This design comes from an exercise in tuning for small area on the open sky130 flow, not from production work. The RTL was checked by simulation tests, not by an equivalence proof against the original design. The clock port is modelled as an ideal driver; clocking choices that lean on that would not hold on a real chip. Power and IR drop assume default switching activity.

File: flow/design.v
`timescale 1ns/1ns
module mac_stage1 (
  input  logic [35:0] kernel,
  input  logic [35:0] samples,
  output logic [12:0] part_n
);
  logic pp0_00;
  logic pp0_01;
  logic pp0_02;
  logic pp0_03;
  logic pp0_10;
  logic pp0_11;
  logic pp0_12;
  logic pp0_13;
  logic pp0_20;
  logic pp0_21;
  logic pp0_22;
  logic pp0_23;
  logic pp0_30;
  logic pp0_31;
  logic pp0_32;
  logic pp0_33;
  logic pp1_00;
  logic pp1_01;
  logic pp1_02;
  logic pp1_03;
  logic pp1_10;
  logic pp1_11;
  logic pp1_12;
  logic pp1_13;
  logic pp1_20;
  logic pp1_21;
  logic pp1_22;
  logic pp1_23;
  logic pp1_30;
  logic pp1_31;
  logic pp1_32;
  logic pp1_33;
  logic pp2_00;
  logic pp2_01;
  logic pp2_02;
  logic pp2_03;
  logic pp2_10;
  logic pp2_11;
  logic pp2_12;
  logic pp2_13;
  logic pp2_20;
  logic pp2_21;
  logic pp2_22;
  logic pp2_23;
  logic pp2_30;
  logic pp2_31;
  logic pp2_32;
  logic pp2_33;
  logic pp3_00;
  logic pp3_01;
  logic pp3_02;
  logic pp3_03;
  logic pp3_10;
  logic pp3_11;
  logic pp3_12;
  logic pp3_13;
  logic pp3_20;
  logic pp3_21;
  logic pp3_22;
  logic pp3_23;
  logic pp3_30;
  logic pp3_31;
  logic pp3_32;
  logic pp3_33;
  logic pp4_00;
  logic pp4_01;
  logic pp4_02;
  logic pp4_03;
  logic pp4_10;
  logic pp4_11;
  logic pp4_12;
  logic pp4_13;
  logic pp4_20;
  logic pp4_21;
  logic pp4_22;
  logic pp4_23;
  logic pp4_30;
  logic pp4_31;
  logic pp4_32;
  logic pp4_33;
  logic pp5_00;
  logic pp5_01;
  logic pp5_02;
  logic pp5_03;
  logic pp5_10;
  logic pp5_11;
  logic pp5_12;
  logic pp5_13;
  logic pp5_20;
  logic pp5_21;
  logic pp5_22;
  logic pp5_23;
  logic pp5_30;
  logic pp5_31;
  logic pp5_32;
  logic pp5_33;
  logic pp6_00;
  logic pp6_01;
  logic pp6_02;
  logic pp6_03;
  logic pp6_10;
  logic pp6_11;
  logic pp6_12;
  logic pp6_13;
  logic pp6_20;
  logic pp6_21;
  logic pp6_22;
  logic pp6_23;
  logic pp6_30;
  logic pp6_31;
  logic pp6_32;
  logic pp6_33;
  logic pp7_00;
  logic pp7_01;
  logic pp7_02;
  logic pp7_03;
  logic pp7_10;
  logic pp7_11;
  logic pp7_12;
  logic pp7_13;
  logic pp7_20;
  logic pp7_21;
  logic pp7_22;
  logic pp7_23;
  logic pp7_30;
  logic pp7_31;
  logic pp7_32;
  logic pp7_33;
  logic pp8_00;
  logic pp8_01;
  logic pp8_02;
  logic pp8_03;
  logic pp8_10;
  logic pp8_11;
  logic pp8_12;
  logic pp8_13;
  logic pp8_20;
  logic pp8_21;
  logic pp8_22;
  logic pp8_23;
  logic pp8_30;
  logic pp8_31;
  logic pp8_32;
  logic pp8_33;
  logic fs0;
  logic fc0;
  logic fs1;
  logic fc1;
  logic fs2;
  logic fc2;
  logic fs3;
  logic fc3;
  logic fs4;
  logic fc4;
  logic fs5;
  logic fc5;
  logic fs6;
  logic fc6;
  logic fs7;
  logic fc7;
  logic fs8;
  logic fc8;
  logic fs9;
  logic fc9;
  logic fs10;
  logic fc10;
  logic fs11;
  logic fc11;
  logic fs12;
  logic fc12;
  logic fs13;
  logic fc13;
  logic hs14;
  logic hc14;
  logic fs15;
  logic fc15;
  logic fs16;
  logic fc16;
  logic fs17;
  logic fc17;
  logic fs18;
  logic fc18;
  logic fs19;
  logic fc19;
  logic fs20;
  logic fc20;
  logic fs21;
  logic fc21;
  logic fs22;
  logic fc22;
  logic fs23;
  logic fc23;
  logic fs24;
  logic fc24;
  logic fs25;
  logic fc25;
  logic fs26;
  logic fc26;
  logic fs27;
  logic fc27;
  logic fs28;
  logic fc28;
  logic fs29;
  logic fc29;
  logic fs30;
  logic fc30;
  logic fs31;
  logic fc31;
  logic fs32;
  logic fc32;
  logic hs33;
  logic hc33;
  logic fs34;
  logic fc34;
  logic fs35;
  logic fc35;
  logic fs36;
  logic fc36;
  logic fs37;
  logic fc37;
  logic fs38;
  logic fc38;
  logic fs39;
  logic fc39;
  logic fs40;
  logic fc40;
  logic fs41;
  logic fc41;
  logic fs42;
  logic fc42;
  logic fs43;
  logic fc43;
  logic fs44;
  logic fc44;
  logic fs45;
  logic fc45;
  logic fs46;
  logic fc46;
  logic fs47;
  logic fc47;
  logic fs48;
  logic fc48;
  logic fs49;
  logic fc49;
  logic fs50;
  logic fc50;
  logic fs51;
  logic fc51;
  logic fs52;
  logic fc52;
  logic fs53;
  logic fc53;
  logic fs54;
  logic fc54;
  logic fs55;
  logic fc55;
  logic fs56;
  logic fc56;
  logic fs57;
  logic fc57;
  logic fs58;
  logic fc58;
  logic fs59;
  logic fc59;
  logic fs60;
  logic fc60;
  logic fs61;
  logic fc61;
  logic fs62;
  logic fc62;
  logic fs63;
  logic fc63;
  logic fs64;
  logic fc64;
  logic fs65;
  logic fc65;
  logic fs66;
  logic fc66;
  logic fs67;
  logic fc67;
  logic fs68;
  logic fc68;
  logic fs69;
  logic fc69;
  logic fs70;
  logic fc70;
  logic fs71;
  logic fc71;
  logic fs72;
  logic fc72;
  logic fs73;
  logic fc73;
  logic fs74;
  logic fc74;
  logic fs75;
  logic fc75;
  logic fs76;
  logic fc76;
  logic fs77;
  logic fc77;
  logic fs78;
  logic fc78;
  logic fs79;
  logic fc79;
  logic fs80;
  logic fc80;
  logic fs81;
  logic fc81;
  logic fs82;
  logic fc82;
  logic fs83;
  logic fc83;
  logic fs84;
  logic fc84;
  logic fs85;
  logic fc85;
  logic fs86;
  logic fc86;
  logic hs87;
  logic hc87;
  logic fs88;
  logic fc88;
  logic fs89;
  logic fc89;
  logic fs90;
  logic fc90;
  logic fs91;
  logic fc91;
  logic fs92;
  logic fc92;
  logic fs93;
  logic fc93;
  logic fs94;
  logic fc94;
  logic fs95;
  logic fc95;
  logic fs96;
  logic fc96;
  logic fs97;
  logic fc97;
  logic fs98;
  logic fc98;
  logic fs99;
  logic fc99;
  logic fs100;
  logic fc100;
  logic fs101;
  logic fc101;
  logic fs102;
  logic fc102;
  logic fs103;
  logic fc103;
  logic fs104;
  logic fc104;
  logic fs105;
  logic fc105;
  logic fs106;
  logic fc106;
  logic fs107;
  logic fc107;
  logic fs108;
  logic fc108;
  logic fs109;
  logic fc109;
  logic fs110;
  logic fc110;
  logic fs111;
  logic fc111;
  logic fs112;
  logic fc112;
  logic fs113;
  logic fc113;
  logic fs114;
  logic fc114;
  logic fs115;
  logic fc115;
  logic fs116;
  logic fc116;
  logic fs117;
  logic fc117;
  logic fs118;
  logic fc118;
  logic fs119;
  logic fc119;
  logic fs120;
  logic fc120;
  logic fs121;
  logic fc121;
  logic fs122;
  logic fc122;
  logic fs123;
  logic fc123;
  logic fs124;
  logic fc124;
  logic fs125;
  logic fc125;
  logic fs126;
  logic fc126;
  logic fs127;
  logic fc127;
  logic fs128;
  logic fc128;
  logic fs129;
  logic fc129;
  logic fs130;
  logic fc130;
  logic fs131;
  logic fc131;
  logic fs132;
  logic fc132;
  logic fs133;
  logic fc133;
  assign pp0_00 = ~(kernel[0] & samples[0]);
  assign pp0_01 = ~(kernel[0] & samples[1]);
  assign pp0_02 = ~(kernel[0] & samples[2]);
  assign pp0_03 = ~(kernel[0] & samples[3]);
  assign pp0_10 = ~(kernel[1] & samples[0]);
  assign pp0_11 = ~(kernel[1] & samples[1]);
  assign pp0_12 = ~(kernel[1] & samples[2]);
  assign pp0_13 = ~(kernel[1] & samples[3]);
  assign pp0_20 = ~(kernel[2] & samples[0]);
  assign pp0_21 = ~(kernel[2] & samples[1]);
  assign pp0_22 = ~(kernel[2] & samples[2]);
  assign pp0_23 = ~(kernel[2] & samples[3]);
  assign pp0_30 = ~(kernel[3] & samples[0]);
  assign pp0_31 = ~(kernel[3] & samples[1]);
  assign pp0_32 = ~(kernel[3] & samples[2]);
  assign pp0_33 = ~(kernel[3] & samples[3]);
  assign pp1_00 = ~(kernel[4] & samples[4]);
  assign pp1_01 = ~(kernel[4] & samples[5]);
  assign pp1_02 = ~(kernel[4] & samples[6]);
  assign pp1_03 = ~(kernel[4] & samples[7]);
  assign pp1_10 = ~(kernel[5] & samples[4]);
  assign pp1_11 = ~(kernel[5] & samples[5]);
  assign pp1_12 = ~(kernel[5] & samples[6]);
  assign pp1_13 = ~(kernel[5] & samples[7]);
  assign pp1_20 = ~(kernel[6] & samples[4]);
  assign pp1_21 = ~(kernel[6] & samples[5]);
  assign pp1_22 = ~(kernel[6] & samples[6]);
  assign pp1_23 = ~(kernel[6] & samples[7]);
  assign pp1_30 = ~(kernel[7] & samples[4]);
  assign pp1_31 = ~(kernel[7] & samples[5]);
  assign pp1_32 = ~(kernel[7] & samples[6]);
  assign pp1_33 = ~(kernel[7] & samples[7]);
  assign pp2_00 = ~(kernel[8] & samples[8]);
  assign pp2_01 = ~(kernel[8] & samples[9]);
  assign pp2_02 = ~(kernel[8] & samples[10]);
  assign pp2_03 = ~(kernel[8] & samples[11]);
  assign pp2_10 = ~(kernel[9] & samples[8]);
  assign pp2_11 = ~(kernel[9] & samples[9]);
  assign pp2_12 = ~(kernel[9] & samples[10]);
  assign pp2_13 = ~(kernel[9] & samples[11]);
  assign pp2_20 = ~(kernel[10] & samples[8]);
  assign pp2_21 = ~(kernel[10] & samples[9]);
  assign pp2_22 = ~(kernel[10] & samples[10]);
  assign pp2_23 = ~(kernel[10] & samples[11]);
  assign pp2_30 = ~(kernel[11] & samples[8]);
  assign pp2_31 = ~(kernel[11] & samples[9]);
  assign pp2_32 = ~(kernel[11] & samples[10]);
  assign pp2_33 = ~(kernel[11] & samples[11]);
  assign pp3_00 = ~(kernel[12] & samples[12]);
  assign pp3_01 = ~(kernel[12] & samples[13]);
  assign pp3_02 = ~(kernel[12] & samples[14]);
  assign pp3_03 = ~(kernel[12] & samples[15]);
  assign pp3_10 = ~(kernel[13] & samples[12]);
  assign pp3_11 = ~(kernel[13] & samples[13]);
  assign pp3_12 = ~(kernel[13] & samples[14]);
  assign pp3_13 = ~(kernel[13] & samples[15]);
  assign pp3_20 = ~(kernel[14] & samples[12]);
  assign pp3_21 = ~(kernel[14] & samples[13]);
  assign pp3_22 = ~(kernel[14] & samples[14]);
  assign pp3_23 = ~(kernel[14] & samples[15]);
  assign pp3_30 = ~(kernel[15] & samples[12]);
  assign pp3_31 = ~(kernel[15] & samples[13]);
  assign pp3_32 = ~(kernel[15] & samples[14]);
  assign pp3_33 = ~(kernel[15] & samples[15]);
  assign pp4_00 = ~(kernel[16] & samples[16]);
  assign pp4_01 = ~(kernel[16] & samples[17]);
  assign pp4_02 = ~(kernel[16] & samples[18]);
  assign pp4_03 = ~(kernel[16] & samples[19]);
  assign pp4_10 = ~(kernel[17] & samples[16]);
  assign pp4_11 = ~(kernel[17] & samples[17]);
  assign pp4_12 = ~(kernel[17] & samples[18]);
  assign pp4_13 = ~(kernel[17] & samples[19]);
  assign pp4_20 = ~(kernel[18] & samples[16]);
  assign pp4_21 = ~(kernel[18] & samples[17]);
  assign pp4_22 = ~(kernel[18] & samples[18]);
  assign pp4_23 = ~(kernel[18] & samples[19]);
  assign pp4_30 = ~(kernel[19] & samples[16]);
  assign pp4_31 = ~(kernel[19] & samples[17]);
  assign pp4_32 = ~(kernel[19] & samples[18]);
  assign pp4_33 = ~(kernel[19] & samples[19]);
  assign pp5_00 = ~(kernel[20] & samples[20]);
  assign pp5_01 = ~(kernel[20] & samples[21]);
  assign pp5_02 = ~(kernel[20] & samples[22]);
  assign pp5_03 = ~(kernel[20] & samples[23]);
  assign pp5_10 = ~(kernel[21] & samples[20]);
  assign pp5_11 = ~(kernel[21] & samples[21]);
  assign pp5_12 = ~(kernel[21] & samples[22]);
  assign pp5_13 = ~(kernel[21] & samples[23]);
  assign pp5_20 = ~(kernel[22] & samples[20]);
  assign pp5_21 = ~(kernel[22] & samples[21]);
  assign pp5_22 = ~(kernel[22] & samples[22]);
  assign pp5_23 = ~(kernel[22] & samples[23]);
  assign pp5_30 = ~(kernel[23] & samples[20]);
  assign pp5_31 = ~(kernel[23] & samples[21]);
  assign pp5_32 = ~(kernel[23] & samples[22]);
  assign pp5_33 = ~(kernel[23] & samples[23]);
  assign pp6_00 = ~(kernel[24] & samples[24]);
  assign pp6_01 = ~(kernel[24] & samples[25]);
  assign pp6_02 = ~(kernel[24] & samples[26]);
  assign pp6_03 = ~(kernel[24] & samples[27]);
  assign pp6_10 = ~(kernel[25] & samples[24]);
  assign pp6_11 = ~(kernel[25] & samples[25]);
  assign pp6_12 = ~(kernel[25] & samples[26]);
  assign pp6_13 = ~(kernel[25] & samples[27]);
  assign pp6_20 = ~(kernel[26] & samples[24]);
  assign pp6_21 = ~(kernel[26] & samples[25]);
  assign pp6_22 = ~(kernel[26] & samples[26]);
  assign pp6_23 = ~(kernel[26] & samples[27]);
  assign pp6_30 = ~(kernel[27] & samples[24]);
  assign pp6_31 = ~(kernel[27] & samples[25]);
  assign pp6_32 = ~(kernel[27] & samples[26]);
  assign pp6_33 = ~(kernel[27] & samples[27]);
  assign pp7_00 = ~(kernel[28] & samples[28]);
  assign pp7_01 = ~(kernel[28] & samples[29]);
  assign pp7_02 = ~(kernel[28] & samples[30]);
  assign pp7_03 = ~(kernel[28] & samples[31]);
  assign pp7_10 = ~(kernel[29] & samples[28]);
  assign pp7_11 = ~(kernel[29] & samples[29]);
  assign pp7_12 = ~(kernel[29] & samples[30]);
  assign pp7_13 = ~(kernel[29] & samples[31]);
  assign pp7_20 = ~(kernel[30] & samples[28]);
  assign pp7_21 = ~(kernel[30] & samples[29]);
  assign pp7_22 = ~(kernel[30] & samples[30]);
  assign pp7_23 = ~(kernel[30] & samples[31]);
  assign pp7_30 = ~(kernel[31] & samples[28]);
  assign pp7_31 = ~(kernel[31] & samples[29]);
  assign pp7_32 = ~(kernel[31] & samples[30]);
  assign pp7_33 = ~(kernel[31] & samples[31]);
  assign pp8_00 = ~(kernel[32] & samples[32]);
  assign pp8_01 = ~(kernel[32] & samples[33]);
  assign pp8_02 = ~(kernel[32] & samples[34]);
  assign pp8_03 = ~(kernel[32] & samples[35]);
  assign pp8_10 = ~(kernel[33] & samples[32]);
  assign pp8_11 = ~(kernel[33] & samples[33]);
  assign pp8_12 = ~(kernel[33] & samples[34]);
  assign pp8_13 = ~(kernel[33] & samples[35]);
  assign pp8_20 = ~(kernel[34] & samples[32]);
  assign pp8_21 = ~(kernel[34] & samples[33]);
  assign pp8_22 = ~(kernel[34] & samples[34]);
  assign pp8_23 = ~(kernel[34] & samples[35]);
  assign pp8_30 = ~(kernel[35] & samples[32]);
  assign pp8_31 = ~(kernel[35] & samples[33]);
  assign pp8_32 = ~(kernel[35] & samples[34]);
  assign pp8_33 = ~(kernel[35] & samples[35]);
  conv_fa u_fa0 (.a(pp0_00), .b(pp1_00), .c(pp2_00), .s(fs0), .co(fc0));
  conv_fa u_fa1 (.a(pp3_00), .b(pp4_00), .c(pp5_00), .s(fs1), .co(fc1));
  conv_fa u_fa2 (.a(pp6_00), .b(pp7_00), .c(pp8_00), .s(fs2), .co(fc2));
  conv_fa u_fa3 (.a(fs0), .b(fs1), .c(fs2), .s(fs3), .co(fc3));
  conv_fa u_fa4 (.a(pp0_01), .b(pp0_10), .c(pp1_01), .s(fs4), .co(fc4));
  conv_fa u_fa5 (.a(pp1_10), .b(pp2_01), .c(pp2_10), .s(fs5), .co(fc5));
  conv_fa u_fa6 (.a(pp3_01), .b(pp3_10), .c(pp4_01), .s(fs6), .co(fc6));
  conv_fa u_fa7 (.a(pp4_10), .b(pp5_01), .c(pp5_10), .s(fs7), .co(fc7));
  conv_fa u_fa8 (.a(pp6_01), .b(pp6_10), .c(pp7_01), .s(fs8), .co(fc8));
  conv_fa u_fa9 (.a(pp7_10), .b(pp8_01), .c(pp8_10), .s(fs9), .co(fc9));
  conv_fa u_fa10 (.a(fc0), .b(fc1), .c(fc2), .s(fs10), .co(fc10));
  conv_fa u_fa11 (.a(fs4), .b(fs5), .c(fs6), .s(fs11), .co(fc11));
  conv_fa u_fa12 (.a(fs7), .b(fs8), .c(fs9), .s(fs12), .co(fc12));
  conv_fa u_fa13 (.a(fc3), .b(fs10), .c(fs11), .s(fs13), .co(fc13));
  conv_hai u_ha14 (.a_n(fs12), .b_n(fs13), .s_n(hs14), .co_n(hc14));
  conv_fa u_fa15 (.a(pp0_02), .b(pp0_11), .c(pp0_20), .s(fs15), .co(fc15));
  conv_fa u_fa16 (.a(pp1_02), .b(pp1_11), .c(pp1_20), .s(fs16), .co(fc16));
  conv_fa u_fa17 (.a(pp2_02), .b(pp2_11), .c(pp2_20), .s(fs17), .co(fc17));
  conv_fa u_fa18 (.a(pp3_02), .b(pp3_11), .c(pp3_20), .s(fs18), .co(fc18));
  conv_fa u_fa19 (.a(pp4_02), .b(pp4_11), .c(pp4_20), .s(fs19), .co(fc19));
  conv_fa u_fa20 (.a(pp5_02), .b(pp5_11), .c(pp5_20), .s(fs20), .co(fc20));
  conv_fa u_fa21 (.a(pp6_02), .b(pp6_11), .c(pp6_20), .s(fs21), .co(fc21));
  conv_fa u_fa22 (.a(pp7_02), .b(pp7_11), .c(pp7_20), .s(fs22), .co(fc22));
  conv_fa u_fa23 (.a(pp8_02), .b(pp8_11), .c(pp8_20), .s(fs23), .co(fc23));
  conv_fa u_fa24 (.a(fc4), .b(fc5), .c(fc6), .s(fs24), .co(fc24));
  conv_fa u_fa25 (.a(fc7), .b(fc8), .c(fc9), .s(fs25), .co(fc25));
  conv_fa u_fa26 (.a(fs15), .b(fs16), .c(fs17), .s(fs26), .co(fc26));
  conv_fa u_fa27 (.a(fs18), .b(fs19), .c(fs20), .s(fs27), .co(fc27));
  conv_fa u_fa28 (.a(fs21), .b(fs22), .c(fs23), .s(fs28), .co(fc28));
  conv_fa u_fa29 (.a(fc10), .b(fc11), .c(fc12), .s(fs29), .co(fc29));
  conv_fa u_fa30 (.a(fs24), .b(fs25), .c(fs26), .s(fs30), .co(fc30));
  conv_fa u_fa31 (.a(fs27), .b(fs28), .c(fc13), .s(fs31), .co(fc31));
  conv_fa u_fa32 (.a(fs29), .b(fs30), .c(hc14), .s(fs32), .co(fc32));
  conv_hai u_ha33 (.a_n(fs31), .b_n(fs32), .s_n(hs33), .co_n(hc33));
  conv_fa u_fa34 (.a(pp0_03), .b(pp0_12), .c(pp0_21), .s(fs34), .co(fc34));
  conv_fa u_fa35 (.a(pp0_30), .b(pp1_03), .c(pp1_12), .s(fs35), .co(fc35));
  conv_fa u_fa36 (.a(pp1_21), .b(pp1_30), .c(pp2_03), .s(fs36), .co(fc36));
  conv_fa u_fa37 (.a(pp2_12), .b(pp2_21), .c(pp2_30), .s(fs37), .co(fc37));
  conv_fa u_fa38 (.a(pp3_03), .b(pp3_12), .c(pp3_21), .s(fs38), .co(fc38));
  conv_fa u_fa39 (.a(pp3_30), .b(pp4_03), .c(pp4_12), .s(fs39), .co(fc39));
  conv_fa u_fa40 (.a(pp4_21), .b(pp4_30), .c(pp5_03), .s(fs40), .co(fc40));
  conv_fa u_fa41 (.a(pp5_12), .b(pp5_21), .c(pp5_30), .s(fs41), .co(fc41));
  conv_fa u_fa42 (.a(pp6_03), .b(pp6_12), .c(pp6_21), .s(fs42), .co(fc42));
  conv_fa u_fa43 (.a(pp6_30), .b(pp7_03), .c(pp7_12), .s(fs43), .co(fc43));
  conv_fa u_fa44 (.a(pp7_21), .b(pp7_30), .c(pp8_03), .s(fs44), .co(fc44));
  conv_fa u_fa45 (.a(pp8_12), .b(pp8_21), .c(pp8_30), .s(fs45), .co(fc45));
  conv_fa u_fa46 (.a(fc15), .b(fc16), .c(fc17), .s(fs46), .co(fc46));
  conv_fa u_fa47 (.a(fc18), .b(fc19), .c(fc20), .s(fs47), .co(fc47));
  conv_fa u_fa48 (.a(fc21), .b(fc22), .c(fc23), .s(fs48), .co(fc48));
  conv_fa u_fa49 (.a(fs34), .b(fs35), .c(fs36), .s(fs49), .co(fc49));
  conv_fa u_fa50 (.a(fs37), .b(fs38), .c(fs39), .s(fs50), .co(fc50));
  conv_fa u_fa51 (.a(fs40), .b(fs41), .c(fs42), .s(fs51), .co(fc51));
  conv_fa u_fa52 (.a(fs43), .b(fs44), .c(fs45), .s(fs52), .co(fc52));
  conv_fa u_fa53 (.a(fc24), .b(fc25), .c(fc26), .s(fs53), .co(fc53));
  conv_fa u_fa54 (.a(fc27), .b(fc28), .c(fs46), .s(fs54), .co(fc54));
  conv_fa u_fa55 (.a(fs47), .b(fs48), .c(fs49), .s(fs55), .co(fc55));
  conv_fa u_fa56 (.a(fs50), .b(fs51), .c(fs52), .s(fs56), .co(fc56));
  conv_fa u_fa57 (.a(fc29), .b(fc30), .c(fs53), .s(fs57), .co(fc57));
  conv_fa u_fa58 (.a(fs54), .b(fs55), .c(fs56), .s(fs58), .co(fc58));
  conv_fa u_fa59 (.a(fc31), .b(fs57), .c(fs58), .s(fs59), .co(fc59));
  conv_fa u_fa60 (.a(fc32), .b(fs59), .c(hc33), .s(fs60), .co(fc60));
  conv_fa u_fa61 (.a(pp0_13), .b(pp0_22), .c(pp0_31), .s(fs61), .co(fc61));
  conv_fa u_fa62 (.a(pp1_13), .b(pp1_22), .c(pp1_31), .s(fs62), .co(fc62));
  conv_fa u_fa63 (.a(pp2_13), .b(pp2_22), .c(pp2_31), .s(fs63), .co(fc63));
  conv_fa u_fa64 (.a(pp3_13), .b(pp3_22), .c(pp3_31), .s(fs64), .co(fc64));
  conv_fa u_fa65 (.a(pp4_13), .b(pp4_22), .c(pp4_31), .s(fs65), .co(fc65));
  conv_fa u_fa66 (.a(pp5_13), .b(pp5_22), .c(pp5_31), .s(fs66), .co(fc66));
  conv_fa u_fa67 (.a(pp6_13), .b(pp6_22), .c(pp6_31), .s(fs67), .co(fc67));
  conv_fa u_fa68 (.a(pp7_13), .b(pp7_22), .c(pp7_31), .s(fs68), .co(fc68));
  conv_fa u_fa69 (.a(pp8_13), .b(pp8_22), .c(pp8_31), .s(fs69), .co(fc69));
  conv_fa u_fa70 (.a(fc34), .b(fc35), .c(fc36), .s(fs70), .co(fc70));
  conv_fa u_fa71 (.a(fc37), .b(fc38), .c(fc39), .s(fs71), .co(fc71));
  conv_fa u_fa72 (.a(fc40), .b(fc41), .c(fc42), .s(fs72), .co(fc72));
  conv_fa u_fa73 (.a(fc43), .b(fc44), .c(fc45), .s(fs73), .co(fc73));
  conv_fa u_fa74 (.a(fs61), .b(fs62), .c(fs63), .s(fs74), .co(fc74));
  conv_fa u_fa75 (.a(fs64), .b(fs65), .c(fs66), .s(fs75), .co(fc75));
  conv_fa u_fa76 (.a(fs67), .b(fs68), .c(fs69), .s(fs76), .co(fc76));
  conv_fa u_fa77 (.a(fc46), .b(fc47), .c(fc48), .s(fs77), .co(fc77));
  conv_fa u_fa78 (.a(fc49), .b(fc50), .c(fc51), .s(fs78), .co(fc78));
  conv_fa u_fa79 (.a(fc52), .b(fs70), .c(fs71), .s(fs79), .co(fc79));
  conv_fa u_fa80 (.a(fs72), .b(fs73), .c(fs74), .s(fs80), .co(fc80));
  conv_fa u_fa81 (.a(fs75), .b(fs76), .c(fc53), .s(fs81), .co(fc81));
  conv_fa u_fa82 (.a(fc54), .b(fs77), .c(fc55), .s(fs82), .co(fc82));
  conv_fa u_fa83 (.a(fc56), .b(fs78), .c(fs79), .s(fs83), .co(fc83));
  conv_fa u_fa84 (.a(fs80), .b(fc57), .c(fs81), .s(fs84), .co(fc84));
  conv_fa u_fa85 (.a(fc58), .b(fs82), .c(fs83), .s(fs85), .co(fc85));
  conv_fa u_fa86 (.a(fs84), .b(fc59), .c(fs85), .s(fs86), .co(fc86));
  conv_hai u_ha87 (.a_n(fc60), .b_n(fs86), .s_n(hs87), .co_n(hc87));
  conv_fa u_fa88 (.a(pp0_23), .b(pp0_32), .c(pp1_23), .s(fs88), .co(fc88));
  conv_fa u_fa89 (.a(pp1_32), .b(pp2_23), .c(pp2_32), .s(fs89), .co(fc89));
  conv_fa u_fa90 (.a(pp3_23), .b(pp3_32), .c(pp4_23), .s(fs90), .co(fc90));
  conv_fa u_fa91 (.a(pp4_32), .b(pp5_23), .c(pp5_32), .s(fs91), .co(fc91));
  conv_fa u_fa92 (.a(pp6_23), .b(pp6_32), .c(pp7_23), .s(fs92), .co(fc92));
  conv_fa u_fa93 (.a(pp7_32), .b(pp8_23), .c(pp8_32), .s(fs93), .co(fc93));
  conv_fa u_fa94 (.a(fc61), .b(fc62), .c(fc63), .s(fs94), .co(fc94));
  conv_fa u_fa95 (.a(fc64), .b(fc65), .c(fc66), .s(fs95), .co(fc95));
  conv_fa u_fa96 (.a(fc67), .b(fc68), .c(fc69), .s(fs96), .co(fc96));
  conv_fa u_fa97 (.a(fs88), .b(fs89), .c(fs90), .s(fs97), .co(fc97));
  conv_fa u_fa98 (.a(fs91), .b(fs92), .c(fs93), .s(fs98), .co(fc98));
  conv_fa u_fa99 (.a(fc70), .b(fc71), .c(fc72), .s(fs99), .co(fc99));
  conv_fa u_fa100 (.a(fc73), .b(fc74), .c(fc75), .s(fs100), .co(fc100));
  conv_fa u_fa101 (.a(fc76), .b(fs94), .c(fs95), .s(fs101), .co(fc101));
  conv_fa u_fa102 (.a(fs96), .b(fs97), .c(fs98), .s(fs102), .co(fc102));
  conv_fa u_fa103 (.a(fc77), .b(fc78), .c(fc79), .s(fs103), .co(fc103));
  conv_fa u_fa104 (.a(fs99), .b(fc80), .c(fs100), .s(fs104), .co(fc104));
  conv_fa u_fa105 (.a(fs101), .b(fs102), .c(fc81), .s(fs105), .co(fc105));
  conv_fa u_fa106 (.a(fc82), .b(fc83), .c(fs103), .s(fs106), .co(fc106));
  conv_fa u_fa107 (.a(fs104), .b(fc84), .c(fs105), .s(fs107), .co(fc107));
  conv_fa u_fa108 (.a(fc85), .b(fs106), .c(fs107), .s(fs108), .co(fc108));
  conv_fa u_fa109 (.a(fc86), .b(hc87), .c(fs108), .s(fs109), .co(fc109));
  conv_fa u_fa110 (.a(pp0_33), .b(pp1_33), .c(pp2_33), .s(fs110), .co(fc110));
  conv_fa u_fa111 (.a(pp3_33), .b(pp4_33), .c(pp5_33), .s(fs111), .co(fc111));
  conv_fa u_fa112 (.a(pp6_33), .b(pp7_33), .c(pp8_33), .s(fs112), .co(fc112));
  conv_fa u_fa113 (.a(fc88), .b(fc89), .c(fc90), .s(fs113), .co(fc113));
  conv_fa u_fa114 (.a(fc91), .b(fc92), .c(fc93), .s(fs114), .co(fc114));
  conv_fa u_fa115 (.a(fs110), .b(fs111), .c(fs112), .s(fs115), .co(fc115));
  conv_fa u_fa116 (.a(fc94), .b(fc95), .c(fc96), .s(fs116), .co(fc116));
  conv_fa u_fa117 (.a(fc97), .b(fc98), .c(fs113), .s(fs117), .co(fc117));
  conv_fa u_fa118 (.a(fs114), .b(fs115), .c(fc99), .s(fs118), .co(fc118));
  conv_fa u_fa119 (.a(fc100), .b(fc101), .c(fs116), .s(fs119), .co(fc119));
  conv_fa u_fa120 (.a(fc102), .b(fs117), .c(fc103), .s(fs120), .co(fc120));
  conv_fa u_fa121 (.a(fs118), .b(fc104), .c(fs119), .s(fs121), .co(fc121));
  conv_fa u_fa122 (.a(fc105), .b(fc106), .c(fs120), .s(fs122), .co(fc122));
  conv_fa u_fa123 (.a(fs121), .b(fc107), .c(fs122), .s(fs123), .co(fc123));
  conv_fa u_fa124 (.a(fc108), .b(fs123), .c(fc109), .s(fs124), .co(fc124));
  conv_fa u_fa125 (.a(fc110), .b(fc111), .c(fc112), .s(fs125), .co(fc125));
  conv_fa u_fa126 (.a(fc113), .b(fc114), .c(fc115), .s(fs126), .co(fc126));
  conv_fa u_fa127 (.a(fs125), .b(fc116), .c(fc117), .s(fs127), .co(fc127));
  conv_fa u_fa128 (.a(fs126), .b(fc118), .c(fc119), .s(fs128), .co(fc128));
  conv_fa u_fa129 (.a(fs127), .b(fc120), .c(fc121), .s(fs129), .co(fc129));
  conv_fa u_fa130 (.a(fs128), .b(fc122), .c(fs129), .s(fs130), .co(fc130));
  conv_fa u_fa131 (.a(fc123), .b(fs130), .c(fc124), .s(fs131), .co(fc131));
  conv_fa u_fa132 (.a(fc125), .b(fc126), .c(fc127), .s(fs132), .co(fc132));
  conv_fa u_fa133 (.a(fc128), .b(fs132), .c(fc129), .s(fs133), .co(fc133));
  assign part_n = {fc133, fc132, fc131, fs133, fc130, fs131, fs124, fs109, hs87, fs60, hs33, hs14, fs3};
endmodule
module mac_stage2 (
  input  logic [12:0] part_n,
  output logic [10:0] sum_n
);
  logic fs134;
  logic fc134;
  logic fs135;
  logic fc135;
  conv_fa u_fa134 (.a(part_n[10]), .b(part_n[8]), .c(part_n[9]), .s(fs134), .co(fc134));
  conv_fa u_fa135 (.a(part_n[11]), .b(part_n[12]), .c(fc134), .s(fs135), .co(fc135));
  assign sum_n = {fc135, fs135, fs134, part_n[7], part_n[6], part_n[5], part_n[4], part_n[3], part_n[2], part_n[1], part_n[0]};
endmodule
module conv_fa (
  input  logic a,
  input  logic b,
  input  logic c,
  output logic s,
  output logic co
);
  assign s = a ^ b ^ c;
  assign co = (a & b) | (a & c) | (b & c);
endmodule
module conv_hai (
  input  logic a_n,
  input  logic b_n,
  output logic s_n,
  output logic co_n
);
  assign s_n = ~(a_n ^ b_n);
  assign co_n = a_n | b_n;
endmodule
`timescale 1ns/1ns
module ahb_convolver (
  input  logic       tb_clk,
  input  logic       reset,
  input  logic       hsel,
  input  logic [4-1:0]  haddr,
  input  logic [1:0] htrans,
  input  logic       hwrite,
  input  logic [16-1:0]  hwdata,
  output logic [16-1:0]  hrdata,
  output logic       hresp
);
  logic        accept;
  logic        addr_error;
  logic        pop;
  logic [11:0] read_mux;
  logic [11:0] rdata_q;
  logic [2:0]  wr_sel;
  logic [35:0] coeff_stage;
  logic [11:0] sample_stage;
  logic        load_coeff;
  logic        load_sample;
  logic        busy;
  logic        empty;
  logic        overflow;
  logic [10:0] rd_data;
  assign accept = hsel && htrans[1];
  always_comb begin
    case (haddr)
      4'd0, 4'd2: addr_error = hwrite;
      4'd4, 4'd6, 4'd8, 4'd10, 4'd12: addr_error = 1'b0;
      default: addr_error = 1'b1;
    endcase
  end
  assign pop = accept && !hwrite && (haddr == 4'd2);
  always_comb begin
    case (haddr[3:1])
      3'd0: read_mux = {9'd0, overflow, !empty, busy};
      3'd1: read_mux = {1'b0, rd_data};
      3'd2: read_mux = sample_stage;
      3'd3: read_mux = coeff_stage[11:0];
      3'd4: read_mux = coeff_stage[23:12];
      3'd5: read_mux = coeff_stage[35:24];
      default: read_mux = '0;
    endcase
  end
  always_ff @(posedge tb_clk) begin
    if (reset) begin
      hresp <= 1'b0;
      rdata_q <= '0;
      wr_sel <= '0;
    end else begin
      hresp <= accept && addr_error;
      rdata_q <= (accept && !hwrite && !addr_error) ? read_mux : '0;
      wr_sel <= (accept && hwrite && !addr_error) ? haddr[3:1] : 3'd0;
    end
  end
  assign hrdata = {4'd0, rdata_q};
  logic [11:0] stage_data;
  assign stage_data = hwdata[11:0] & {12{!reset}};
  always_ff @(posedge tb_clk) begin
    if (reset || wr_sel == 3'd2) sample_stage <= stage_data;
    if (reset || wr_sel == 3'd3) coeff_stage[11:0] <= stage_data;
    if (reset || wr_sel == 3'd4) coeff_stage[23:12] <= stage_data;
    if (reset || wr_sel == 3'd5) coeff_stage[35:24] <= stage_data;
  end
  always_ff @(posedge tb_clk) begin
    if (reset) begin
      load_coeff <= 1'b0;
      load_sample <= 1'b0;
    end else begin
      load_coeff <= (wr_sel == 3'd6) && hwdata[0];
      load_sample <= (wr_sel == 3'd6) && hwdata[1] && !hwdata[0];
    end
  end
  logic [35:0] kernel;
  logic        kernel_clear;
  logic [23:0] window;
  logic [1:0]  fill_q;
  always_ff @(posedge tb_clk) begin
    if (reset) begin
      kernel_clear <= 1'b1;
    end else if (load_coeff) begin
      kernel_clear <= 1'b0;
    end
  end
  always_ff @(posedge tb_clk) begin
    if (load_coeff) kernel <= coeff_stage;
  end
  always_ff @(posedge tb_clk) begin
    if (load_sample) window <= {sample_stage, window[23:12]};
  end
  logic [12:0] part_n;
  logic [12:0] part_q;
  logic [10:0] sum_n;
  logic [10:0] res_q;
  logic [2:0]  vld_q;
  logic        push;
  mac_stage1 i_mac_stage1 (
    .kernel  (kernel),
    .samples ({sample_stage, window}),
    .part_n  (part_n)
  );
  mac_stage2 i_mac_stage2 (
    .part_n  (part_q),
    .sum_n   (sum_n)
  );
  always_ff @(posedge tb_clk) begin
    part_q <= part_n;
    res_q <= ~sum_n & {11{!kernel_clear}};
  end
  always_ff @(posedge tb_clk) begin
    if (reset) begin
      fill_q <= '0;
      vld_q <= '0;
    end else begin
      if (load_sample && !fill_q[1]) fill_q <= fill_q + 2'd1;
      vld_q <= {vld_q[1:0], load_sample && fill_q[1]};
    end
  end
  assign push = vld_q[2];
  assign busy = (|vld_q) || load_coeff || load_sample;
  logic [15:0][10:0] mem;
  logic [4:0]  wr_ptr;
  logic [4:0]  rd_ptr;
  logic [4:0]  wr_ptr_d;
  logic        do_pop;
  logic        fits;
  logic        fits_q;
  assign empty = (wr_ptr == rd_ptr);
  assign do_pop = pop && !empty;
  assign wr_ptr_d = wr_ptr + 5'(fits_q);
  assign fits = !((wr_ptr_d == {~rd_ptr[4], rd_ptr[3:0]}) && !do_pop);
  always_ff @(posedge tb_clk) begin
    for (int i = 0; i < 16; i++) begin
      if (vld_q[1] && fits && wr_ptr_d[3:0] == 4'(i)) mem[i] <= res_q;
    end
  end
  always_ff @(posedge tb_clk) begin
    if (reset) begin
      wr_ptr <= '0;
      rd_ptr <= '0;
      fits_q <= 1'b0;
      overflow <= 1'b0;
    end else begin
      wr_ptr <= wr_ptr_d;
      if (do_pop) rd_ptr <= rd_ptr + 5'd1;
      fits_q <= vld_q[1] && fits;
      if (push && !fits_q) overflow <= 1'b1;
    end
  end
  always_comb begin
    rd_data = '0;
    for (int i = 0; i < 16; i++) begin
      rd_data = rd_data | (mem[i] & {11{rd_ptr[3:0] == 4'(i) && !empty}});
    end
  end
endmodule
File: flow/flow/run.sh
#!/bin/bash
set -euo pipefail
export BUFFER_PORTS_ARGS="-buffer_cell sky130_fd_sc_hd__buf_1"
export CTS_ARGS="-sink_clustering_enable -repair_clock_nets -dont_use_dummy_load -buf_list sky130_fd_sc_hd__clkbuf_4 -sink_clustering_size 10 -sink_clustering_max_diameter 60"
export RECOVER_POWER=100
export POST_GLOBAL_ROUTE_TCL="$(pwd)/flow/post_grt.tcl"
bash standard.sh > standard.log 2>&1
File: flow/flow/post_grt.tcl
# Runs at the end of ORFS's global route step (POST_GLOBAL_ROUTE_TCL), after
# power recovery. Synthesis maps for speed and leaves cells stronger than the
# design needs; this swaps every logic cell of drive strength 2 or more for its
# drive-1 version (same function), then lets the resizer fix max slew and
# capacitance and any setup violation again, legalizes, and rewrites the
# route guides for the nets that changed. Flip-flops, the clock tree and the
# port buffers are left alone.
log_cmd global_route -start_incremental

set db [ord::get_db]
set block [ord::get_db_block]
set swapped 0
foreach inst [$block getInsts] {
  set iname [$inst getName]
  if { [string match "clkbuf_*" $iname] || [string match "clkload*" $iname]
       || [string match "input*" $iname] || [string match "output*" $iname] } {
    continue
  }
  set mname [[$inst getMaster] getName]
  if { ![regexp {^(sky130_fd_sc_hd__[a-z0-9]+)_([0-9]+)$} $mname -> base drive] } {
    continue
  }
  if { $drive < 2 || [regexp {df|dl|tap|fill|decap|conb|clk} $base] } {
    continue
  }
  set small "${base}_1"
  if { [$db findMaster $small] == "NULL" } {
    continue
  }
  replace_cell $iname $small
  incr swapped
}
puts "Downsized $swapped cells to drive strength 1"

log_cmd estimate_parasitics -global_routing
repair_design_helper
repair_timing_helper -setup
log_cmd detailed_placement
log_cmd global_route -end_incremental
log_cmd estimate_parasitics -global_routing
write_guides $::env(RESULTS_DIR)/route.guide
File: flow/standard.sh
#!/bin/bash
# synth_recipe.tcl (not shown) runs the flow's synth.tcl, then flattens the netlist and writes it again
# the make line also repeats each setting of config.mk as NAME=value (left out here)
make -C /OpenROAD-flow-scripts/flow DESIGN_CONFIG=/design/flow/config.mk WORK_HOME=/design/flow/orfs CLKGATE_MAP_FILE= SYNTH_SCRIPT=/design/flow/synth_recipe.tcl "${@:-finish}"
File: flow/config.mk
export PLATFORM = sky130hd
export DESIGN_NAME = ahb_convolver
export DESIGN_NICKNAME = ahb_convolver
export VERILOG_FILES = /design/flow/design.v
export SDC_FILE = /design/flow/constraint.sdc
export NUM_CORES = 4
export LEC_CHECK = 0
export CAP_MARGIN = 20
export CORE_MARGIN = 2
export CORE_UTILIZATION = 65
export SLEW_MARGIN = 20
export SYNTH_HIERARCHICAL = 1
File: flow/constraint.sdc
create_clock -name core_clock -period 6.0 [get_ports {tb_clk}]
set_input_delay 1.2000 -clock core_clock [delete_from_list [all_inputs] [get_ports {tb_clk}]]
set_output_delay 1.2000 -clock core_clock [all_outputs]
set_load 0.01 [all_outputs]
==> out/qor.yml, run 1 <==
synthesis:
  synthesis.yosys.warnings: 7
  postSynthRegisterBits: 344
  synth_largest_type_area_fraction_pct: 53.25
  netlist_top_cells_area: "sky130_fd_sc_hd__edfxtp_1, sky130_fd_sc_hd__fa_1, sky130_fd_sc_hd__dfxtp_1"
  synth_cell_types: 64
  post_synth_inst_count: 1086
  dominant_register_cell_in_the_synthesized_netlist: "sky130_fd_sc_hd__edfxtp_1"
  ys_async_sr_fraction_pct: 0
  synth-edff-count: 284
  synth.yosys.seq_area_share_pct: 60.75
  syn_area_per_cell_um2: 14.75
  synth_largest_area_cell: "sky130_fd_sc_hd__edfxtp_1"
  syn_area_um2: 16020
outcome:
  last-stage-reached: "global routing"
  first_err: "[ERROR EST-0104] inconsistent parasitics state"
  status: "did not finish"
floorplan:
  placementRows: 57
  top_level_ports: 43
  dieWidth_um: 161.0
  die_y_um: 161.0
  initial_core_util_pct: 66.05
cts:
  clock_sinks: 344
  postCtsSetupRepairBufs: 0
  cts.hold.buffers_added: 0
  cts.root.buffer_cell: "sky130_fd_sc_hd__clkbuf_4"
  number_of_buffers_on_the_longest_clock_path: 3
  post_cts_resized: 0
  htreeDepth: 2
  cts_buffers: 41
grt:
  antenna_found_initial: 1
  grt_max_degree: 38
place:
  numPortBuffers: 33
  estimated_wirelength_of_the_detail_placed_design_mm: 26.26
  gp_congestion: 0.9227
  pre_cts_slack_ns: 0.6149
-- Yosys cell counts (6+ instances only) --
| master | instances |
|---|---|
| sky130_fd_sc_hd__xnor2_1 | 8 |
| sky130_fd_sc_hd__clkbuf_1 | 36 |
| sky130_fd_sc_hd__a22oi_1 | 25 |
| sky130_fd_sc_hd__inv_1 | 20 |
| sky130_fd_sc_hd__mux2_2 | 7 |
| sky130_fd_sc_hd__a32oi_1 | 20 |
| sky130_fd_sc_hd__nor2b_1 | 22 |
| sky130_fd_sc_hd__a32o_1 | 7 |
| sky130_fd_sc_hd__o21ai_0 | 24 |
| sky130_fd_sc_hd__nor4_1 | 13 |
| sky130_fd_sc_hd__edfxtp_1 | 284 |
| sky130_fd_sc_hd__a221oi_1 | 9 |
| sky130_fd_sc_hd__a21oi_1 | 21 |
| sky130_fd_sc_hd__a222oi_1 | 13 |
| sky130_fd_sc_hd__nand2_1 | 167 |
| sky130_fd_sc_hd__nor2_1 | 40 |
| sky130_fd_sc_hd__mux2i_1 | 7 |
| sky130_fd_sc_hd__fa_1 | 133 |
| sky130_fd_sc_hd__o22ai_1 | 6 |
| sky130_fd_sc_hd__dfxtp_1 | 60 |
| sky130_fd_sc_hd__a22o_1 | 15 |
| sky130_fd_sc_hd__nand3_1 | 20 |
| sky130_fd_sc_hd__and3_1 | 11 |
| sky130_fd_sc_hd__ha_1 | 9 |
| sky130_fd_sc_hd__nor3b_1 | 7 |
| sky130_fd_sc_hd__xor2_1 | 11 |
| sky130_fd_sc_hd__buf_4 | 28 |
-- power by group through the flow --
stage | clock network (mW) | logic, mW | registers, mW
2_1_floorplan | 0 | 0.415 | 2.69
3_3_place_gp | 0 | 0.372 | 2.71
3_5_place_dp | 0 | 0.384 | 2.71
4_1_cts | 1.03 | 0.385 | 2.65
-- cells by family after synthesis --
family | synth area share (%)
other | 0.02342
xor gates and xnor gates | 1.141
muxes | 0.9297
AOI/OAI and AO/OA | 8.383
DFF | 60.75
adders and majority gates | 17.33
buffers and inverters | 2.937
and+or+nand+nor | 8.508
-- how the worst min path moves through the flow --
| stage | cells after the start | to | start |
|---|---|---|---|
| CTS | 1 | res_q[3] | part_q[3] |
| global placement | 1 | res_q[2] | part_q[2] |
| detailed placement | 1 | res_q[6] | part_q[6] |
| floorplan | 1 | res_q[10] | kernel_clear |
-- per-stage QoR --
step                total power [mW]  util, %  area (µm²)  std cells
detailed placement             3.091    68.01       16490       1404
CTS                            4.071    69.28       16800       1445
global placement               3.078    67.98       16480       1403
floorplan                      3.109        -       16030       1089
-- modules after synthesis (local to each module, per instance) --
module,area [µm²],copies in the design,flops+latches
ahb_convolver,12550,1,344
mac_stage1,638.1,1,0
mac_stage2,82.58,1,0
conv_hai,27.53,3,0
conv_fa,20.02,133,0
==> run 2, diff against run 1 <==
--- a/flow/flow/post_grt.tcl
+++ b/flow/flow/post_grt.tcl
@@ -31,8 +31,11 @@
   incr swapped
 }
 puts "Downsized $swapped cells to drive strength 1"
+log_cmd detailed_placement
+log_cmd global_route -end_incremental
 
 log_cmd estimate_parasitics -global_routing
+log_cmd global_route -start_incremental
 repair_design_helper
 repair_timing_helper -setup
 log_cmd detailed_placement
==> out/qor.yml, run 2 <==
place:
  gp_congestion: 0.9227  # unchanged
  numPortBuffers: 33  # unchanged
  placed_cell_area_um2: 16490  # unchanged
  estimated_wirelength_of_the_detail_placed_design_mm: 26.26  # unchanged
synthesis:
  post_synth_inst_count: 1086  # unchanged
  synth_cell_types: 64  # unchanged
  ys_async_sr_fraction_pct: 0  # unchanged
  synth-edff-count: 284  # unchanged
  synth_largest_area_cell: "sky130_fd_sc_hd__edfxtp_1"
  synth_largest_type_area_fraction_pct: 53.25  # unchanged
  netlist_top_cells_area: "sky130_fd_sc_hd__edfxtp_1, sky130_fd_sc_hd__fa_1, sky130_fd_sc_hd__dfxtp_1"
  postSynthRegisterBits: 344  # unchanged
  syn_area_per_cell_um2: 14.75  # unchanged
  synth.top_cells.by_count: "sky130_fd_sc_hd__edfxtp_1, sky130_fd_sc_hd__nand2_1, sky130_fd_sc_hd__fa_1, sky130_fd_sc_hd__dfxtp_1, sky130_fd_sc_hd__nor2_1"
  dominant_register_cell_in_the_synthesized_netlist: "sky130_fd_sc_hd__edfxtp_1"
  synthesis.yosys.warnings: 7  # unchanged
  syn_area_um2: 16020  # unchanged
  synth.most_common_cell: "sky130_fd_sc_hd__edfxtp_1"
  synth.yosys.seq_area_share_pct: 60.75  # unchanged
floorplan:
  die_y_um: 161.0  # unchanged
  initial_core_util_pct: 66.05  # unchanged
  top_level_ports: 43  # unchanged
  dieWidth_um: 161.0  # unchanged
  placementRows: 57  # unchanged
outcome:
  last-stage-reached: "global routing"
  first_err: "[ERROR EST-0104] inconsistent parasitics state"
  status: "did not finish"
cts:
  clock_sinks: 344  # unchanged
  cts.root.buffer_cell: "sky130_fd_sc_hd__clkbuf_4"
  cts_buffers: 41  # unchanged
  post_cts_resized: 0  # unchanged
  cts.hold.buffers_added: 0  # unchanged
  htreeDepth: 2  # unchanged
  number_of_buffers_on_the_longest_clock_path: 3  # unchanged
  postCtsSetupRepairBufs: 0  # unchanged
grt:
  antenna_found_initial: 1
  grt_max_degree: 38
[run 2: cell counts after synthesis]
No cell type changed its count.
[run 2: worst max path at each step]
stage                           end  slack, ns       startpoint  cells past startpoint
after floorplan           part_q[7]       0.95        kernel[1]                     12
after global placement    part_q[7]       0.63  sample_stage[1]                     11
after detailed placement  part_q[7]       0.61  sample_stage[1]                     11
after CTS                 part_q[7]       0.52  sample_stage[1]                     11
[run 2: modules after synthesis (local to each module, per instance)]
| module | flip-flops and latches | cells |
|---|---|---|
| ahb_convolver | 344 | 770 |
| conv_fa | 0 | 1 |
| conv_hai | 0 | 5 |
| mac_stage1 | 0 | 157 |
| mac_stage2 | 0 | 11 |
[run 2: cells by family after synthesis]
group                    count (synthesis)  synth area share (%)
AND/OR/NAND/NOR                        299                 8.508
multiplexers                            14                0.9297
AO/OA/AOI/OAI                          172                 8.383
flip-flops                             344                 60.75
buffers and inverters                   94                 2.937
adder cells (fa/ha/maj)                142                 17.33
XOR/XNOR                                20                 1.141
other                                    1               0.02342
[run 2: stage by stage]
step,hold slack (ns),worst slack [ns],cells
after floorplan,0.4083,0.9471,1089
after detailed placement,0.3657,0.6149,1404
after global placement,0.3754,0.6311,1403
after CTS,0.3100,0.5171,1445
[run 2: power groups by stage]
stage                     Sequential (mW)  Combinational [mW]  Clock [mW]
after floorplan                      2.69               0.415           0
after CTS                            2.65               0.385        1.03
after global placement               2.71               0.372           0
after detailed placement             2.71               0.384           0
==> run 3, diff against run 2 <==
==> flow/flow/run.sh (replaced) <==
#!/bin/bash
set -euo pipefail
export BUFFER_PORTS_ARGS="-buffer_cell sky130_fd_sc_hd__buf_1"
export CTS_ARGS="-sink_clustering_enable -repair_clock_nets -dont_use_dummy_load -buf_list sky130_fd_sc_hd__clkbuf_4 -sink_clustering_size 10 -sink_clustering_max_diameter 60"
export RECOVER_POWER=100
export POST_CTS_TCL="$(pwd)/flow/post_cts.tcl"
export POST_GLOBAL_ROUTE_TCL="$(pwd)/flow/post_grt.tcl"
bash standard.sh > standard.log 2>&1
==> flow/flow/post_cts.tcl (new file) <==
# Runs at the end of ORFS's CTS step (POST_CTS_TCL), before global routing.
# Synthesis maps for speed and leaves cells stronger than the design needs;
# this swaps every logic cell of drive strength 2 or more for its drive-1
# version (same function), then lets the resizer fix max slew, capacitance
# and setup again, and legalizes. Flip-flops, the clock tree and the port
# buffers are left alone.
set db [ord::get_db]
set block [ord::get_db_block]
set swapped 0
foreach inst [$block getInsts] {
  set iname [$inst getName]
  if { [string match "clkbuf_*" $iname] || [string match "clkload*" $iname]
       || [string match "input*" $iname] || [string match "output*" $iname] } {
    continue
  }
  set mname [[$inst getMaster] getName]
  if { ![regexp {^(sky130_fd_sc_hd__[a-z0-9]+)_([0-9]+)$} $mname -> base drive] } {
    continue
  }
  if { $drive < 2 || [regexp {df|dl|tap|fill|decap|conb|clk} $base] } {
    continue
  }
  set small "${base}_1"
  if { [$db findMaster $small] == "NULL" } {
    continue
  }
  replace_cell $iname $small
  incr swapped
}
puts "Downsized $swapped cells to drive strength 1"

log_cmd estimate_parasitics -placement
repair_design_helper
repair_timing_helper -setup
log_cmd detailed_placement
check_placement -verbose
==> flow/flow/post_grt.tcl (replaced) <==
# Runs at the end of ORFS's global route step (POST_GLOBAL_ROUTE_TCL), after
# power recovery has downsized cells off the critical paths. Downsizing does
# not look at max slew or capacitance, so repair those again, legalize, and
# rewrite the route guides for the nets that changed.
log_cmd global_route -start_incremental
repair_design_helper
log_cmd detailed_placement
log_cmd global_route -end_incremental
log_cmd estimate_parasitics -global_routing
write_guides $::env(RESULTS_DIR)/route.guide
==> out/qor.yml, run 3 <==
cts:
  tritoncts: "done"
  clk_latency_ns: 0.66
  clk_pin_slew_worst_paths_ns: 0.10
  clock_sinks: 344  # unchanged
sta:
  layout_worst_path_cycle_share_pct: 91.28
  worst_slew_pin_slew_ns: 1.169
  final-max-slew-violation-count: 0
  final-setup-viol-count: 0
  final_period_minus_worst_setup_slack_ns: 5.477
  timing.fmax_ghz: 0.1826
  timing_hold_violations_final: 0
  worst_slew_margin_rel_pct: 21.89
  worst_clock_skew_ns: 0.06592
  totalNegativeSetupSlack_ns: 0
  final.hold.worst_slack_ns: 0.3246
routing:
  avgViaCountPerCell: 6.362
  wire_per_inst_um: 25.52
  route.detailed.drc: 0
  detailroute.via_count: 9225
  drtPass1Iterations: 5
  route.antenna.remaining_nets: 0
  detail_route.wirelength_mm: 37.00
  initialDrtViolationCount: 1159
place:
  numPortBuffers: 33  # unchanged
  estimated_wirelength_of_the_detail_placed_design_mm: 26.26  # unchanged
  gp_congestion: 0.9227  # unchanged
  placed_cell_area_um2: 16490  # unchanged
setup_path:
  max_fo_critical_path: 6
  timing.critical_path.arrival_ns: 5.96
  crit_path_cell_trace: "nand2_1, fa_1, fa_1, fa_1, fa_1, fa_1, fa_1, fa_1, fa_1, fa_1, fa_1"
  critical_path.endpoint_type: "flip-flop"
  cp.required_ns: 6.48
  startpoint_type: "flip-flop"
  criticalPathCategory: "reg -> reg"
  cp_common_cell: "sky130_fd_sc_hd__fa_1"
  cp_slowest_cell: "sky130_fd_sc_hd__edfxtp_1"
  cp_slowest_stage_delay_ns: 0.54
synthesis:
  synth.yosys.seq_area_share_pct: 60.75  # unchanged
  dominant_register_cell_in_the_synthesized_netlist: "sky130_fd_sc_hd__edfxtp_1"
  ys_async_sr_fraction_pct: 0  # unchanged
  postSynthRegisterBits: 344  # unchanged
  syn_area_um2: 16020  # unchanged
  netlist_top_cells_area: "sky130_fd_sc_hd__edfxtp_1, sky130_fd_sc_hd__fa_1, sky130_fd_sc_hd__dfxtp_1"
  synth.top_cells.by_count: "sky130_fd_sc_hd__edfxtp_1, sky130_fd_sc_hd__nand2_1, sky130_fd_sc_hd__fa_1, sky130_fd_sc_hd__dfxtp_1, sky130_fd_sc_hd__nor2_1"
  synth_cell_types: 64  # unchanged
  synth_largest_area_cell: "sky130_fd_sc_hd__edfxtp_1"
  post_synth_inst_count: 1086  # unchanged
  synthesis.yosys.warnings: 7  # unchanged
  synth_largest_type_area_fraction_pct: 53.25  # unchanged
  syn_area_per_cell_um2: 14.75  # unchanged
  synth-edff-count: 284  # unchanged
  synth.most_common_cell: "sky130_fd_sc_hd__edfxtp_1"
pwr:
  vdd_drop_max_v: 0.0001649
  leakage_nw: 5.222
  power_density_over_the_cells_nw_per_um2: 242.6
layout:
  fin_nets: 1295
  register_name_with_the_most_flops: "mem"
  area.sequential_um2: 9729
  most_frequent_standard_cell_in_the_layout_excluding_fill_and_tap_cells: "sky130_fd_sc_hd__edfxtp_1"
  multiInputGateArea_um2: 5779
  drive_gt1_share_pct: 4.889
  top_regs: "mem: 176 flops, coeff_stage: 36 flops, kernel: 36 flops"
  area_growth_syn_to_layout_pct: 3.469
  layout_common_cells: "sky130_fd_sc_hd__edfxtp_1, sky130_fd_sc_hd__nand2_1, sky130_fd_sc_hd__fa_1"
  layout.filler_cells: 1802
  largest_register_ffs: 176
  layout.cell_area.non_filler_um2: 16570
grt:
  grt_max_degree: 37
  grt_pass1_vias: 9457
  grt_first_pass_wirelength_mm: 56.06
  globalRouteOverflowTotal: 0
  grt_util_all_layers_pct: 29.85
  antenna_found_initial: 1
floorplan:
  initial_core_util_pct: 66.05  # unchanged
  top_level_ports: 43  # unchanged
  die-area_um2: 25910
  dieWidth_um: 161.0  # unchanged
  die_y_um: 161.0  # unchanged
  placementRows: 57  # unchanged
  coreArea_um2: 24250
outcome:
  status: "finished clean"
run:
  maxCapViolCount: 0
min_path:
  worst_hold_path_type: "reg -> reg"
run 3: cell counts after synthesis:
Identical to the previous run, type by type.
run 3: cell type report:
| cell class | instances | share of cell area [%] |
|---|---|---|
| Sequential cell | 344 | 58.71 |
| Multi-Input combinational cell | 651 | 34.88 |
| Tap cell | 324 | 2.446 |
| Clock buffer | 41 | 1.857 |
| Timing Repair Buffer | 69 | 1.638 |
| Inverter | 20 | 0.4530 |
| Antenna cell | 1 | 0.01510 |
run 3: where the power goes:
group          internal [mW]  switching, mW
Clock                  0.315          0.686
Combinational          0.160          0.205
Sequential              2.62         0.0314
run 3: Yosys stat by module (local to each module, per instance):
| module | flops+latches | times used | area (µm²) |
|---|---|---|---|
| conv_fa | 0 | 133 | 20.02 |
| mac_stage1 | 0 | 1 | 638.1 |
| mac_stage2 | 0 | 1 | 82.58 |
| ahb_convolver | 344 | 1 | 12550 |
| conv_hai | 0 | 3 | 27.53 |
run 3: routing by layer:
metal,GRT usage (%),share of wire (%),vias to the layer above
met2,43.17,44,480
met1,44.49,42,4664
met3,9.836,12,54
li1,-,-,4027
met5,0,0,-
met4,8.239,2.2,0
run 3: worst max-delay path: cells and delay by family (launching register included):
kind | cells | cell delay [ns]
simple gates | 1 | 0.14
flops | 1 | 0.54
fa+ha+maj | 10 | 4.63
run 3: logic make-up (layout without fill, tap and decap cells):
kind of cell / Yosys count / in the layout / synth area share, %
and+or+nand+nor: 299 / 299 / 8.508
DFF: 344 / 344 / 60.75
buffers and inverters: 94 / 130 / 2.937
xor gates and xnor gates: 20 / 20 / 1.141
AOI/OAI and AO/OA: 172 / 172 / 8.383
muxes: 14 / 14 / 0.9297
other: 1 / 5 / 0.02342
adders and majority gates: 142 / 142 / 17.33
run 3: stage by stage:
| step | utilization (%) | setup slack [ns] | power, mW | instances |
|---|---|---|---|---|
| finish | 68.34 | 0.5235 | 4.020 | 1450 |
| detailed placement | 68.01 | 0.6149 | 3.091 | 1404 |
| global placement | 67.98 | 0.6311 | 3.078 | 1403 |
| floorplan | - | 0.9471 | 3.109 | 1089 |
run 3: final timing paths:
check,start,endpoint,depth (start not counted),slack [ns]
max,sample_stage[1],part_q[7],11,0.52
min,part_q[3],res_q[3],1,0.32
max reg2reg,sample_stage[1],part_q[7],11,0.52
min reg2reg,part_q[3],res_q[3],1,0.32
==> run 4, diff against run 3 <==
--- a/flow/design.v
+++ b/flow/design.v
@@ -728,6 +728,14 @@
   assign co_n = a_n | b_n;
 endmodule
 `timescale 1ns/1ns
+module fifo_read_bit (
+  input  logic [15:0] d,
+  input  logic [15:0] s,
+  output logic        y
+);
+  assign y = |(d & s);
+endmodule
+`timescale 1ns/1ns
 module ahb_convolver (
   input  logic       tb_clk,
   input  logic       reset,
@@ -878,10 +886,19 @@
       if (push && !fits_q) overflow <= 1'b1;
     end
   end
+  logic [15:0] head_sel;
+  logic [10:0][15:0] mem_bits;
   always_comb begin
-    rd_data = '0;
-    for (int i = 0; i < 16; i++) begin
-      rd_data = rd_data | (mem[i] & {11{rd_ptr[3:0] == 4'(i) && !empty}});
+    for (int i = 0; i < 16; i++) head_sel[i] = (rd_ptr[3:0] == 4'(i)) && !empty;
+    for (int b = 0; b < 11; b++) begin
+      for (int i = 0; i < 16; i++) mem_bits[b][i] = mem[i][b];
     end
   end
+  for (genvar b = 0; b < 11; b++) begin : g_head
+    fifo_read_bit u_bit (
+      .d (mem_bits[b]),
+      .s (head_sel),
+      .y (rd_data[b])
+    );
+  end
 endmodule
==> out/qor.yml, run 4 <==
setup_path:
  max_fo_critical_path: 6  # unchanged
  cp_slowest_cell: "sky130_fd_sc_hd__edfxtp_1"
  timing.rr.start: "sample_stage[1]"
  cp_common_cell: "sky130_fd_sc_hd__fa_1"
  setup_slack_on_the_worst_flop_to_flop_path_ns: 0.63  # +0.10 ns
  crit_path_cell_trace: "nand2_1, fa_1, fa_1, fa_1, fa_1, fa_1, fa_1, fa_1, fa_1, fa_1, fa_1"
  timing.critical_path.arrival_ns: 5.88  # -0.08 ns
  cp.required_ns: 6.51  # +0.03 ns
  regToRegEndpoint: "part_q[7]"
  criticalPathCategory: "reg -> reg"
  reg2regPathDepth: 11  # unchanged
  cp_slowest_stage_delay_ns: 0.54  # about the same
  critical_path.endpoint_type: "flip-flop"
  startpoint_type: "flip-flop"
sta:
  worst_clock_skew_ns: 0.07876  # +0.01284 ns
  worst_slew_pin_slew_ns: 0.9635  # -0.2057 ns
  layout_worst_path_cycle_share_pct: 89.58  # -1.7 points
  timing.fmax_ghz: 0.1861  # +1.9%
  final-setup-viol-count: 0  # unchanged
  timing_hold_violations_final: 0  # unchanged
  totalNegativeSetupSlack_ns: 0  # unchanged
  final.hold.worst_slack_ns: 0.3541  # +0.02955 ns
  post_layout_worst_setup_margin_ns: 0.6254  # +0.1019 ns
  final_period_minus_worst_setup_slack_ns: 5.375  # -0.1019 ns
  final-max-slew-violation-count: 0  # unchanged
  worst_slew_margin_rel_pct: 35.77  # +14 points
layout:
  fin_nets: 1265  # -2.3%
  layout_common_cells: "sky130_fd_sc_hd__edfxtp_1, sky130_fd_sc_hd__nand2_1, sky130_fd_sc_hd__fa_1"
  layout.filler_cells: 1812  # +0.55%
  largest_register_ffs: 176  # unchanged
  top_regs: "mem: 176 flops, coeff_stage: 36 flops, kernel: 36 flops"
  area.sequential_um2: 9729  # unchanged
  utilization_pct: 67.50  # -0.84 points
  drive_gt1_share_pct: 4.384  # -0.51 points
  most_frequent_standard_cell_in_the_layout_excluding_fill_and_tap_cells: "sky130_fd_sc_hd__edfxtp_1"
  area_growth_syn_to_layout_pct: 2.411
  register_name_with_the_most_flops: "mem"
  multiInputGateArea_um2: 5552  # -3.9%
floorplan:
  dieWidth_um: 160.8  # -0.11%
  coreArea_um2: 24250  # unchanged
  initial_core_util_pct: 65.91  # -0.14 points
  placementRows: 57  # unchanged
  die-area_um2: 25860  # -0.21%
  die_y_um: 160.8  # -0.11%
  top_level_ports: 43  # unchanged
pwr:
  leakage_nw: 5.282  # +1.2%
  vdd_drop_max_v: 0.0002046  # +24%
  power_density_over_the_cells_nw_per_um2: 245.6  # +1.2%
grt:
  grt_first_pass_wirelength_mm: 54.71  # -2.4%
  grt_max_degree: 39  # +5.4%
  global_route_met2_utilization_pct: 49.69  # +6.5 points
  grt_util_all_layers_pct: 29.49  # -0.37 points
  met3_demand_to_capacity_share_in_global_routing_pct: 4.778  # -5.1 points
  grt_use_met1_pct: 38.31  # -6.2 points
  grt_pass1_vias: 8917  # -5.7%
  globalRouteOverflowTotal: 0  # unchanged
  antenna_found_initial: 1  # unchanged
  top_usage_layer: "met2"
place:
  numPortBuffers: 33  # unchanged
  estimated_wirelength_of_the_detail_placed_design_mm: 26.56  # +1.1%
  gp_congestion: 0.9273  # +0.50%
  pre_cts_slack_ns: 0.6720  # +0.05710 ns
cts:
  tritoncts: "done"
  clock_sinks: 344  # unchanged
  clk_latency_ns: 0.67  # about the same
  clk_pin_slew_worst_paths_ns: 0.11  # about the same
synthesis:
  synth_largest_area_cell: "sky130_fd_sc_hd__edfxtp_1"
  synth.top_cells.by_count: "sky130_fd_sc_hd__edfxtp_1, sky130_fd_sc_hd__nand2_1, sky130_fd_sc_hd__fa_1, sky130_fd_sc_hd__dfxtp_1, sky130_fd_sc_hd__nor2_1"
  synth.yosys.seq_area_share_pct: 60.88  # +0.13 points
  synthesis.yosys.warnings: 7  # unchanged
  yosys.area_share.simple_pct: 8.338  # -0.17 points
  netlist_top_cells_area: "sky130_fd_sc_hd__edfxtp_1, sky130_fd_sc_hd__fa_1, sky130_fd_sc_hd__dfxtp_1"
  xor_and_xnor_area_share_after_synthesis_pct: 0.8768  # -0.26 points
  syn_area_per_cell_um2: 15.53  # +5.3%
  postSynthRegisterBits: 344  # unchanged
  synth_mux_area_share_pct: 1.143  # +0.21 points
  adder_cell_fraction_of_synth_area_pct: 17.36  # +0.037 points
  synth_largest_type_area_fraction_pct: 53.36  # +0.11 points
  ys_async_sr_fraction_pct: 0  # unchanged
  synth-edff-count: 284  # unchanged
  syn_area_um2: 15980  # -0.21%
  dominant_register_cell_in_the_synthesized_netlist: "sky130_fd_sc_hd__edfxtp_1"
  synth_cell_types: 56  # -13%
  synth.most_common_cell: "sky130_fd_sc_hd__edfxtp_1"
  synth_compound_gate_area_share_pct: 8.870  # +0.49 points
  post_synth_inst_count: 1029  # -5.2%
  largest_family_of_logic_cells_by_synthesized_area: "adder cells"
min_path:
  worst_hold_path_type: "reg -> reg"
  min-delay-start: "part_q[0]"
  worstHoldEndpoint: "res_q[0]"
  cell_depth_of_the_worst_hold_path: 1  # unchanged
routing:
  wire_per_inst_um: 25.71  # +0.77%
  avgViaCountPerCell: 6.172  # -3.0%
  route.antenna.remaining_nets: 0  # unchanged
  initialDrtViolationCount: 803  # -31%
  detail_route.wirelength_mm: 36.51  # -1.3%
  drtPass1Iterations: 5  # unchanged
  detailroute.via_count: 8764  # -5.0%
  route.detailed.drc: 0  # unchanged
outcome:
  status: "finished clean"
run:
  maxCapViolCount: 0  # unchanged
## run 4: cell count changes in the layout (fill, tap and decap cells not counted), sizes merged, moves of 10 or more
cell and delta:
a32oi -20, and3 -11, nor3 +19, nor4 -11
o21ai -21, nand3 -14, a221oi +35, a22oi -16
nor2 +16, nand2 -10, a222oi -13, nand4 +11
a22o +29
## run 4: cells by family (layout without fill, tap and decap cells)
| group | after synthesis | in the layout |
|---|---|---|
| and+or+nand+nor | 295 | 295 |
| muxes | 18 | 18 |
| AOI/OAI and AO/OA | 142 | 142 |
| other | 1 | 5 |
| xor gates and xnor gates | 16 | 16 |
| DFF | 344 | 344 |
| buffers and inverters | 71 | 134 |
| adders and majority gates | 142 | 142 |
## run 4: Yosys stat by module, one instance, submodules excluded
module,cells,copies in the design,area (µm²),flops+latches
ahb_convolver,614,1,11400,344
mac_stage1,157,1,638.1,0
fifo_read_bit,9,11,101.3,0
mac_stage2,11,1,82.58,0
conv_hai,5,3,27.53,0
conv_fa,1,133,20.02,0
## run 4: report_power, final
group / internal [mW] / switching [mW]
sequential: 2.62 / 0.0429
combinational: 0.153 / 0.192
clock: 0.315 / 0.694
total: 3.09 / 0.929
## run 4: worst max-delay path: cells and delay by family (launching register included)
kind	cells	cell delay, ns
flip-flops	1	0.54
adder cells (fa/ha/maj)	10	4.53
AND/OR/NAND/NOR	1	0.17
## run 4: layer usage
metal  up-vias  wire length, µm  share of wire [%]
met2       316            18510                 51
met1      4491            14080                 39
met4         0             1850                5.1
li1       3866                -                  -
met5         -                0                  0
met3        91             2074                5.7
## run 4: area by class of cell
type                            count  share of cell area (%)
Sequential cell                   344                   59.45
Inverter                           25                  0.5734
Timing Repair Buffer               68                   1.689
Multi-Input combinational cell    617                   33.92
Tap cell                          324                   2.477
Antenna cell                        1                 0.01529
Clock buffer                       41                   1.881
## run 4: worst max path at each step
stage                     from  cells past startpoint   endpoint
6_report       sample_stage[1]                     11  part_q[7]
3_5_place_dp   sample_stage[1]                     11  part_q[7]
2_1_floorplan        kernel[1]                     12  part_q[7]
3_3_place_gp   sample_stage[1]                     11  part_q[7]
## run 4: through the flow
stage               std cells  instance area (µm²)  power, mW
finish                   1420                16370      4.020
global placement         1374                16460      3.056
floorplan                1032                15990      3.115
detailed placement       1375                16470      3.065

[separate check: timing with driven ports]
The results above use ideal ports. As a check the final layouts listed here were re-extracted and re-timed, cells and wires unchanged. Step 1: set_driving_cell puts a clkbuf_16 on tb_clk and a buf_2 on each other input, an assumption about the parent block. Step 2 also shifts input and output timing later by t, the mid clock arrival at the registers, as if the neighbouring blocks saw the same clock. Slacks: ideal / step 1 / step 2; pairs: ideal / step 1.
| run | t, ns | setup WS [ns] |
|---|---|---|
| run 3 | 0.670 | 0.523 / 0.523 / 0.367 |
| run 4 | 0.682 | 0.625 / 0.625 / 0.625 |
After both steps every run listed still meets setup and hold.
